From an optimization exercise on the open Yosys and OpenROAD flow, aimed at small area and a short achievable clock period; shortcuts taken in it are not production practice.
Power figures rest on the tool's default switching activity, not on a simulated workload.

==> try-umber <==
==> flow/design.v <==
package exec_pkg;
    typedef logic [32-1:0] word_t;     
    typedef logic [5-1:0] shamt_t;   
    typedef enum logic [4:0] {
        ALU_PA   = 5'd0,     
        ALU_PB   = 5'd1,     
        ALU_ADD  = 5'd2,
        ALU_SUB  = 5'd3,
        ALU_SUBU = 5'd4,
        ALU_OR   = 5'd5,
        ALU_AND  = 5'd6,
        ALU_XOR  = 5'd7,
        ALU_NOR  = 5'd8,
        ALU_SLT  = 5'd9,     
        ALU_SLTU = 5'd10,    
        ALU_SLL  = 5'd11,
        ALU_SRL  = 5'd12,
        ALU_SRA  = 5'd13,
        ALU_NOP  = 5'd14
    } alu_op_t;
    typedef enum logic [1:0] {
        A_RS   = 2'd0,       
        A_LINK = 2'd1,       
        A_EXT  = 2'd2,       
        A_SPC  = 2'd3        
    } src_a_t;
    typedef enum logic [1:0] {
        B_RT  = 2'd0,        
        B_EXT = 2'd1         
    } src_b_t;
    typedef enum logic [1:0] {
        FWD_NONE = 2'd0,     
        FWD_ALU  = 2'd1,     
        FWD_MEM  = 2'd2      
    } fwd_t;
    typedef logic [11-1:0] ctrl_t;
endpackage
module alu_logic (
    input  exec_pkg::word_t    a_i,
    input  exec_pkg::word_t    b_i,
    input  exec_pkg::ctrl_t    ctrl_i,
    output exec_pkg::word_t    y_o
);
    localparam int W = 32;
    logic [W:0]      sum;
    exec_pkg::word_t logic_y;
    logic            lt_u;
    logic            lt_s;
    logic            lt;
    logic [3:0]      lut;
    assign sum = {1'b0, a_i} + {1'b0, b_i} + {{W{1'b0}}, ctrl_i[5]};
    assign lt_u = ~sum[W];
    assign lt_s = (a_i[W-1] == b_i[W-1]) ? a_i[W-1] : sum[W-1];
    assign lt   = ctrl_i[7] ? lt_s : lt_u;
    assign lut = ctrl_i[3:0];
    for (genvar i = 0; i < W; i++)
    begin : g_logic
        assign logic_y[i] = lut[{a_i[i], b_i[i]}];
    end
    assign y_o = logic_y
               | (sum[W-1:0] & {W{ctrl_i[4]}})
               | {{(W-1){1'b0}}, lt & ctrl_i[6]};
endmodule
module barrel_shifter (
    input  exec_pkg::word_t    value_i,
    input  exec_pkg::shamt_t   amount_i,
    input  exec_pkg::ctrl_t    ctrl_i,
    output exec_pkg::word_t    y_o
);
    localparam int W      = 32;
    localparam int LEVELS = 5;
    exec_pkg::shamt_t rot;
    logic             fill;
    logic             rot_zero;
    exec_pkg::word_t  level [0:LEVELS];
    exec_pkg::word_t  keep;
    assign rot      = ctrl_i[9] ? exec_pkg::shamt_t'(-amount_i) : amount_i;
    assign rot_zero = (amount_i == '0);
    assign fill     = ctrl_i[10] & value_i[W-1];    
    assign level[0] = value_i;
    for (genvar i = 0; i < LEVELS; i++)
    begin : g_level
        localparam int STEP = 1 << i;
        assign level[i+1] = rot[i] ? {level[i][STEP-1:0], level[i][W-1:STEP]}
                                   : level[i];
    end
    for (genvar i = 0; i < W; i++)
    begin : g_mask
        assign keep[i] = rot_zero | ((32'(rot) + i >= W) == ctrl_i[9]);
        assign y_o[i]  = ctrl_i[8] & (keep[i] ? level[LEVELS][i] : fill);
    end
endmodule
module operand_select (
    input  logic               clk,
    input  logic               rst,
    input  logic               valid_i,
    input  exec_pkg::alu_op_t  alu_op_i,
    input  exec_pkg::src_a_t   src_a_i,
    input  exec_pkg::src_b_t   src_b_i,
    input  exec_pkg::fwd_t     fwd_a_i,
    input  exec_pkg::fwd_t     fwd_b_i,
    input  exec_pkg::fwd_t     fwd_st_i,
    input  logic               spc_clr_i,
    input  exec_pkg::word_t    rs_i,
    input  exec_pkg::word_t    rt_i,
    input  exec_pkg::word_t    ext_i,
    input  exec_pkg::word_t    pc_i,
    input  exec_pkg::word_t    fw_alu_i,
    input  exec_pkg::word_t    fw_mem_i,
    output logic               valid_o,
    output exec_pkg::ctrl_t    ctrl_o,
    output exec_pkg::word_t    a_o,
    output exec_pkg::word_t    b_o,
    output exec_pkg::word_t    store_o,
    output exec_pkg::word_t    spc_o
);
    exec_pkg::word_t rs_fwd;
    exec_pkg::word_t rt_fwd;
    exec_pkg::word_t st_fwd;
    exec_pkg::word_t link_addr;
    exec_pkg::word_t a_sel;
    exec_pkg::word_t b_sel;
    exec_pkg::ctrl_t ctrl;
    function automatic exec_pkg::word_t fwd_pick(exec_pkg::fwd_t sel, exec_pkg::word_t reg_val,
                                       exec_pkg::word_t alu_val, exec_pkg::word_t mem_val);
        fwd_pick = sel[1] ? mem_val : (sel[0] ? alu_val : reg_val);
    endfunction
    assign rs_fwd = fwd_pick(fwd_a_i, rs_i, fw_alu_i, fw_mem_i);
    assign rt_fwd = fwd_pick(fwd_b_i, rt_i, fw_alu_i, fw_mem_i);
    assign st_fwd = fwd_pick(fwd_st_i, rt_i, fw_alu_i, fw_mem_i);
    assign link_addr = pc_i + exec_pkg::word_t'(4);    
    always_comb
    begin
        case (src_a_i)
            exec_pkg::A_LINK:  a_sel = link_addr;
            exec_pkg::A_EXT:   a_sel = ext_i;
            exec_pkg::A_SPC:   a_sel = spc_o;      
            default: a_sel = rs_fwd;
        endcase
    end
    assign b_sel = src_b_i[0] ? ext_i : rt_fwd;
    always_comb
    begin
        ctrl = '0;
        case (alu_op_i)
            exec_pkg::ALU_PA:   ctrl[3:0] = 4'b1100;
            exec_pkg::ALU_PB:   ctrl[3:0] = 4'b1010;
            exec_pkg::ALU_ADD:  ctrl[4] = 1'b1;
            exec_pkg::ALU_SUB,
            exec_pkg::ALU_SUBU: begin ctrl[4] = 1'b1; ctrl[5] = 1'b1; end
            exec_pkg::ALU_OR:   ctrl[3:0] = 4'b1110;
            exec_pkg::ALU_AND:  ctrl[3:0] = 4'b1000;
            exec_pkg::ALU_XOR:  ctrl[3:0] = 4'b0110;
            exec_pkg::ALU_NOR:  ctrl[3:0] = 4'b0001;
            exec_pkg::ALU_SLT:  begin ctrl[6] = 1'b1; ctrl[7] = 1'b1; ctrl[5] = 1'b1; end
            exec_pkg::ALU_SLTU: begin ctrl[6] = 1'b1; ctrl[5] = 1'b1; end
            exec_pkg::ALU_SLL:  begin ctrl[8] = 1'b1; ctrl[9] = 1'b1; end
            exec_pkg::ALU_SRL:  ctrl[8] = 1'b1;
            exec_pkg::ALU_SRA:  begin ctrl[8] = 1'b1; ctrl[10] = 1'b1; end
            default: ;           
        endcase
    end
    always_ff @(posedge clk)
    begin
        if (!rst)
            spc_o <= '0;
        else if (spc_clr_i)
            spc_o <= '0;
        else if (valid_i)
            spc_o <= pc_i;
    end
    always_ff @(posedge clk)
    begin
        if (!rst)
            valid_o <= 1'b0;
        else
            valid_o <= valid_i;
    end
    always_ff @(posedge clk)
    begin
        ctrl_o  <= ctrl;
        a_o     <= a_sel;
        b_o     <= b_sel ^ {32{ctrl[5]}};
        store_o <= st_fwd;
    end
endmodule
module result_stage (
    input  logic               clk,
    input  logic               rst,
    input  logic               valid_i,
    input  exec_pkg::ctrl_t    ctrl_i,
    input  exec_pkg::word_t    a_i,
    input  exec_pkg::word_t    b_i,
    input  exec_pkg::word_t    store_i,
    output logic               valid_o,
    output exec_pkg::word_t    result_o,
    output exec_pkg::word_t    store_data_o
);
    exec_pkg::word_t alu_y;
    exec_pkg::word_t shift_y;
    alu_logic i_alu (
        .a_i    (a_i),
        .b_i    (b_i),
        .ctrl_i (ctrl_i),
        .y_o    (alu_y)
    );
    barrel_shifter i_shifter (
        .value_i  (b_i),
        .amount_i (a_i[5-1:0]),
        .ctrl_i   (ctrl_i),
        .y_o      (shift_y)
    );
    always_ff @(posedge clk)
    begin
        if (!rst)
            valid_o <= 1'b0;
        else
            valid_o <= valid_i;
    end
    always_ff @(posedge clk)
    begin
        result_o     <= alu_y | shift_y;     
        store_data_o <= store_i;
    end
endmodule
module exec_stage (
    input  logic               clk,
    input  logic               rst,
    input  logic               valid_i,
    input  exec_pkg::alu_op_t  alu_op_i,
    input  exec_pkg::src_a_t   src_a_i,
    input  exec_pkg::src_b_t   src_b_i,
    input  exec_pkg::fwd_t     fwd_a_i,
    input  exec_pkg::fwd_t     fwd_b_i,
    input  exec_pkg::fwd_t     fwd_st_i,
    input  logic               spc_clr_i,
    input  exec_pkg::word_t    rs_i,
    input  exec_pkg::word_t    rt_i,
    input  exec_pkg::word_t    ext_i,
    input  exec_pkg::word_t    pc_i,
    input  exec_pkg::word_t    fw_alu_i,
    input  exec_pkg::word_t    fw_mem_i,
    output logic               valid_o,
    output exec_pkg::word_t    result_o,
    output exec_pkg::word_t    store_data_o,
    output exec_pkg::word_t    spc_o
);
    logic    op_valid;
    exec_pkg::ctrl_t   op_ctrl;
    exec_pkg::word_t   op_a;
    exec_pkg::word_t   op_b;
    exec_pkg::word_t   op_store;
    operand_select i_operand_select (
        .clk       (clk),
        .rst       (rst),
        .valid_i   (valid_i),
        .alu_op_i  (alu_op_i),
        .src_a_i   (src_a_i),
        .src_b_i   (src_b_i),
        .fwd_a_i   (fwd_a_i),
        .fwd_b_i   (fwd_b_i),
        .fwd_st_i  (fwd_st_i),
        .spc_clr_i (spc_clr_i),
        .rs_i      (rs_i),
        .rt_i      (rt_i),
        .ext_i     (ext_i),
        .pc_i      (pc_i),
        .fw_alu_i  (fw_alu_i),
        .fw_mem_i  (fw_mem_i),
        .valid_o   (op_valid),
        .ctrl_o    (op_ctrl),
        .a_o       (op_a),
        .b_o       (op_b),
        .store_o   (op_store),
        .spc_o     (spc_o)
    );
    result_stage i_result_stage (
        .clk          (clk),
        .rst          (rst),
        .valid_i      (op_valid),
        .ctrl_i       (op_ctrl),
        .a_i          (op_a),
        .b_i          (op_b),
        .store_i      (op_store),
        .valid_o      (valid_o),
        .result_o     (result_o),
        .store_data_o (store_data_o)
    );
endmodule
==> flow/run.sh <==
#!/bin/bash
# synth_recipe.tcl (not shown) runs the flow's synth.tcl, then flattens the netlist and writes it again
# the make line also repeats each setting of config.mk as NAME=value (left out here)
make -C /OpenROAD-flow-scripts/flow DESIGN_CONFIG=/design/flow/config.mk WORK_HOME=/design/flow/orfs CLKGATE_MAP_FILE= SYNTH_SCRIPT=/design/flow/synth_recipe.tcl finish
==> flow/config.mk <==
export PLATFORM = sky130hd
export DESIGN_NAME = exec_stage
export DESIGN_NICKNAME = exec_stage
export VERILOG_FILES = /design/flow/design.v
export SDC_FILE = /design/flow/constraint.sdc
export NUM_CORES = 4
export LEC_CHECK = 0
export CAP_MARGIN = 20
export CORE_MARGIN = 2
export CORE_UTILIZATION = 25
export SLEW_MARGIN = 20
==> flow/constraint.sdc <==
create_clock -name core_clock -period 4.5 [get_ports {clk}]
set_input_delay 0.9000 -clock core_clock [delete_from_list [all_inputs] [get_ports {clk}]]
set_output_delay 0.9000 -clock core_clock [all_outputs]
set_load 0.01 [all_outputs]
==> try-raven (differences from try-umber) <==
--- a/flow/design.v
+++ b/flow/design.v
@@ -43,3 +43,4 @@
 );
-    localparam int W = 32;
+    localparam int W     = 32;
+    localparam int LOG_W = $clog2(W);
     logic [W:0]      sum;
@@ -50,3 +51,30 @@
     logic [3:0]      lut;
-    assign sum = {1'b0, a_i} + {1'b0, b_i} + {{W{1'b0}}, ctrl_i[5]};
+    logic [W-1:0] p;
+    logic [W-1:0] g;
+    logic [W-1:0] gp [0:LOG_W];      
+    logic [W-1:0] pp [0:LOG_W];      
+    assign p = a_i ^ b_i;
+    assign g = {a_i[W-1:1] & b_i[W-1:1],
+                (a_i[0] & b_i[0]) | (p[0] & ctrl_i[5])};
+    assign gp[0] = g;
+    assign pp[0] = p;
+    for (genvar l = 0; l < LOG_W; l++)
+    begin : g_pfx
+        for (genvar i = 0; i < W; i++)
+        begin : g_bit
+            if ((i >> l) & 1)
+            begin : g_op
+                localparam int J = ((i >> l) << l) - 1;
+                assign gp[l+1][i] = gp[l][i] | (pp[l][i] & gp[l][J]);
+                assign pp[l+1][i] = pp[l][i] & pp[l][J];
+            end
+            else
+            begin : g_pass
+                assign gp[l+1][i] = gp[l][i];
+                assign pp[l+1][i] = pp[l][i];
+            end
+        end
+    end
+    assign sum[0]   = p[0] ^ ctrl_i[5];
+    assign sum[W:1] = {gp[LOG_W][W-1], p[W-1:1] ^ gp[LOG_W][W-2:0]};
     assign lt_u = ~sum[W];
@@ -76,3 +104,3 @@
     exec_pkg::word_t  keep;
-    assign rot      = ctrl_i[9] ? exec_pkg::shamt_t'(-amount_i) : amount_i;
+    assign rot      = amount_i;
     assign rot_zero = (amount_i == '0);
@@ -116,4 +144,2 @@
 );
-    exec_pkg::word_t rs_fwd;
-    exec_pkg::word_t rt_fwd;
     exec_pkg::word_t st_fwd;
@@ -123,20 +149,38 @@
     exec_pkg::ctrl_t ctrl;
-    function automatic exec_pkg::word_t fwd_pick(exec_pkg::fwd_t sel, exec_pkg::word_t reg_val,
-                                       exec_pkg::word_t alu_val, exec_pkg::word_t mem_val);
-        fwd_pick = sel[1] ? mem_val : (sel[0] ? alu_val : reg_val);
-    endfunction
-    assign rs_fwd = fwd_pick(fwd_a_i, rs_i, fw_alu_i, fw_mem_i);
-    assign rt_fwd = fwd_pick(fwd_b_i, rt_i, fw_alu_i, fw_mem_i);
-    assign st_fwd = fwd_pick(fwd_st_i, rt_i, fw_alu_i, fw_mem_i);
-    assign link_addr = pc_i + exec_pkg::word_t'(4);    
-    always_comb
-    begin
-        case (src_a_i)
-            exec_pkg::A_LINK:  a_sel = link_addr;
-            exec_pkg::A_EXT:   a_sel = ext_i;
-            exec_pkg::A_SPC:   a_sel = spc_o;      
-            default: a_sel = rs_fwd;
-        endcase
-    end
-    assign b_sel = src_b_i[0] ? ext_i : rt_fwd;
+    logic a_rs, a_fa, a_fm, a_link, a_ext, a_spc;
+    logic b_rt, b_fa, b_fm, b_ext;
+    logic s_rt, s_fa, s_fm;
+    assign a_rs   = (src_a_i == exec_pkg::A_RS) & (fwd_a_i == exec_pkg::FWD_NONE);
+    assign a_fa   = (src_a_i == exec_pkg::A_RS) & (fwd_a_i == exec_pkg::FWD_ALU);
+    assign a_fm   = (src_a_i == exec_pkg::A_RS) & fwd_a_i[1];
+    assign a_link = (src_a_i == exec_pkg::A_LINK);
+    assign a_ext  = (src_a_i == exec_pkg::A_EXT);
+    assign a_spc  = (src_a_i == exec_pkg::A_SPC);
+    assign b_rt   = ~src_b_i[0] & (fwd_b_i == exec_pkg::FWD_NONE);
+    assign b_fa   = ~src_b_i[0] & (fwd_b_i == exec_pkg::FWD_ALU);
+    assign b_fm   = ~src_b_i[0] & fwd_b_i[1];
+    assign b_ext  = src_b_i[0];
+    assign s_rt   = (fwd_st_i == exec_pkg::FWD_NONE);
+    assign s_fa   = (fwd_st_i == exec_pkg::FWD_ALU);
+    assign s_fm   = fwd_st_i[1];
+    exec_pkg::word_t carry;      
+    assign carry[2:0] = 3'b100;
+    for (genvar i = 3; i < 32; i++)
+    begin : g_inc
+        assign carry[i] = &pc_i[i-1:2];
+    end
+    assign link_addr = pc_i ^ carry;     
+    assign a_sel = ({32{a_rs}}   & rs_i)
+                 | ({32{a_fa}}   & fw_alu_i)
+                 | ({32{a_fm}}   & fw_mem_i)
+                 | ({32{a_link}} & link_addr)
+                 | ({32{a_ext}}  & ext_i)
+                 | ({32{a_spc}}  & spc_o);     
+    assign b_sel = ({32{b_rt}}  & rt_i)
+                 | ({32{b_fa}}  & fw_alu_i)
+                 | ({32{b_fm}}  & fw_mem_i)
+                 | ({32{b_ext}} & ext_i);
+    assign st_fwd = ({32{s_rt}} & rt_i)
+                  | ({32{s_fa}} & fw_alu_i)
+                  | ({32{s_fm}} & fw_mem_i);
     always_comb
@@ -181,3 +225,5 @@
         ctrl_o  <= ctrl;
-        a_o     <= a_sel;
+        a_o     <= {a_sel[32-1:5],
+                    ctrl[9] ? exec_pkg::shamt_t'(-a_sel[5-1:0])
+                                          : a_sel[5-1:0]};
         b_o     <= b_sel ^ {32{ctrl[5]}};
==> flow/flow/run.sh (new file) <==
#!/bin/bash
cp standard.sh standard_copy.sh.txt
cp synth_recipe.tcl synth_recipe_copy.tcl.txt
export BUFFER_PORTS_ARGS="-buffer_cell sky130_fd_sc_hd__buf_1"
bash standard.sh > standard.log 2>&1
==> flow/standard.sh (new file) <==
#!/bin/bash
# synth_recipe.tcl (not shown) runs the flow's synth.tcl, then flattens the netlist and writes it again
# the make line also repeats each setting of config.mk as NAME=value (left out here)
make -C /OpenROAD-flow-scripts/flow DESIGN_CONFIG=/design/flow/config.mk WORK_HOME=/design/flow/orfs CLKGATE_MAP_FILE= SYNTH_SCRIPT=/design/flow/synth_recipe.tcl "${@:-finish}"
--- a/flow/config.mk
+++ b/flow/config.mk
@@ -7,5 +7,7 @@
 export LEC_CHECK = 0
+export ABC_CLOCK_PERIOD_IN_PS = 2300
 export CAP_MARGIN = 20
 export CORE_MARGIN = 2
-export CORE_UTILIZATION = 25
+export CORE_UTILIZATION = 50
+export SETUP_SLACK_MARGIN = 2.2
 export SLEW_MARGIN = 20
removed: flow/run.sh
==> run summary <==
metric	try-raven	try-umber
Outcome	timing/DRC/antenna clean	timing/DRC/antenna clean
Initial Util	0.506	0.252
Area share of fa/ha/maj cells after synthesis	0.0420	0.0346
Worst-case setup slack after placement	972 ps	649 ps
Final setup skew	14.9 ps	42.1 ps
Combinational fraction of design power	0.382	0.362
Worst slew slack as a fraction of its limit	0.287	0.255
Total global-route track usage	0.360	0.195
Wire length of the first global-routing pass	85.4 mm	89.5 mm
Non-CTS buffers	394	342
Number of multi-input logic gates	1382	1250
Highest fanout seen on the critical path	4	6
Sequential logic power	2220 uW	2210 uW
No functional check of the RTL was part of any run of this note.

-- static timing again, ports no longer ideal --
How much do the figures lean on ideal ports? The routed layouts below were timed once more, with nothing changed but the port constraints.
Step 1 assumes that a clkbuf_16 drives the clock port and a buf_2 every other input.
Step 2 adds t to the input delays and takes it off the output delays; t is the mean of the earliest and latest rising clock arrival at the registers after step 1. Input paths then give back, and output paths get back, about the clock's delay inside the block.
Three values: ideal, step 1, step 2; two values: the first two.
run	t (ns)	setup slack, ns	hold WS [ns]	worst slew at a driven data input, ns	pins driven straight from the clock port
try-umber	0.641	0.623 / 0.623 / 0.623	0.325 / 0.325 / 0.325	0.10	1
try-raven	0.568	1.750 / 1.750 / 1.528	0.324 / 0.324 / 0.324	0.12	1
After both steps every run listed still meets setup and hold. For try-raven, which loses most, drivers alone change the setup slack by 0.000 ns; drivers and shift together by -0.222 ns.
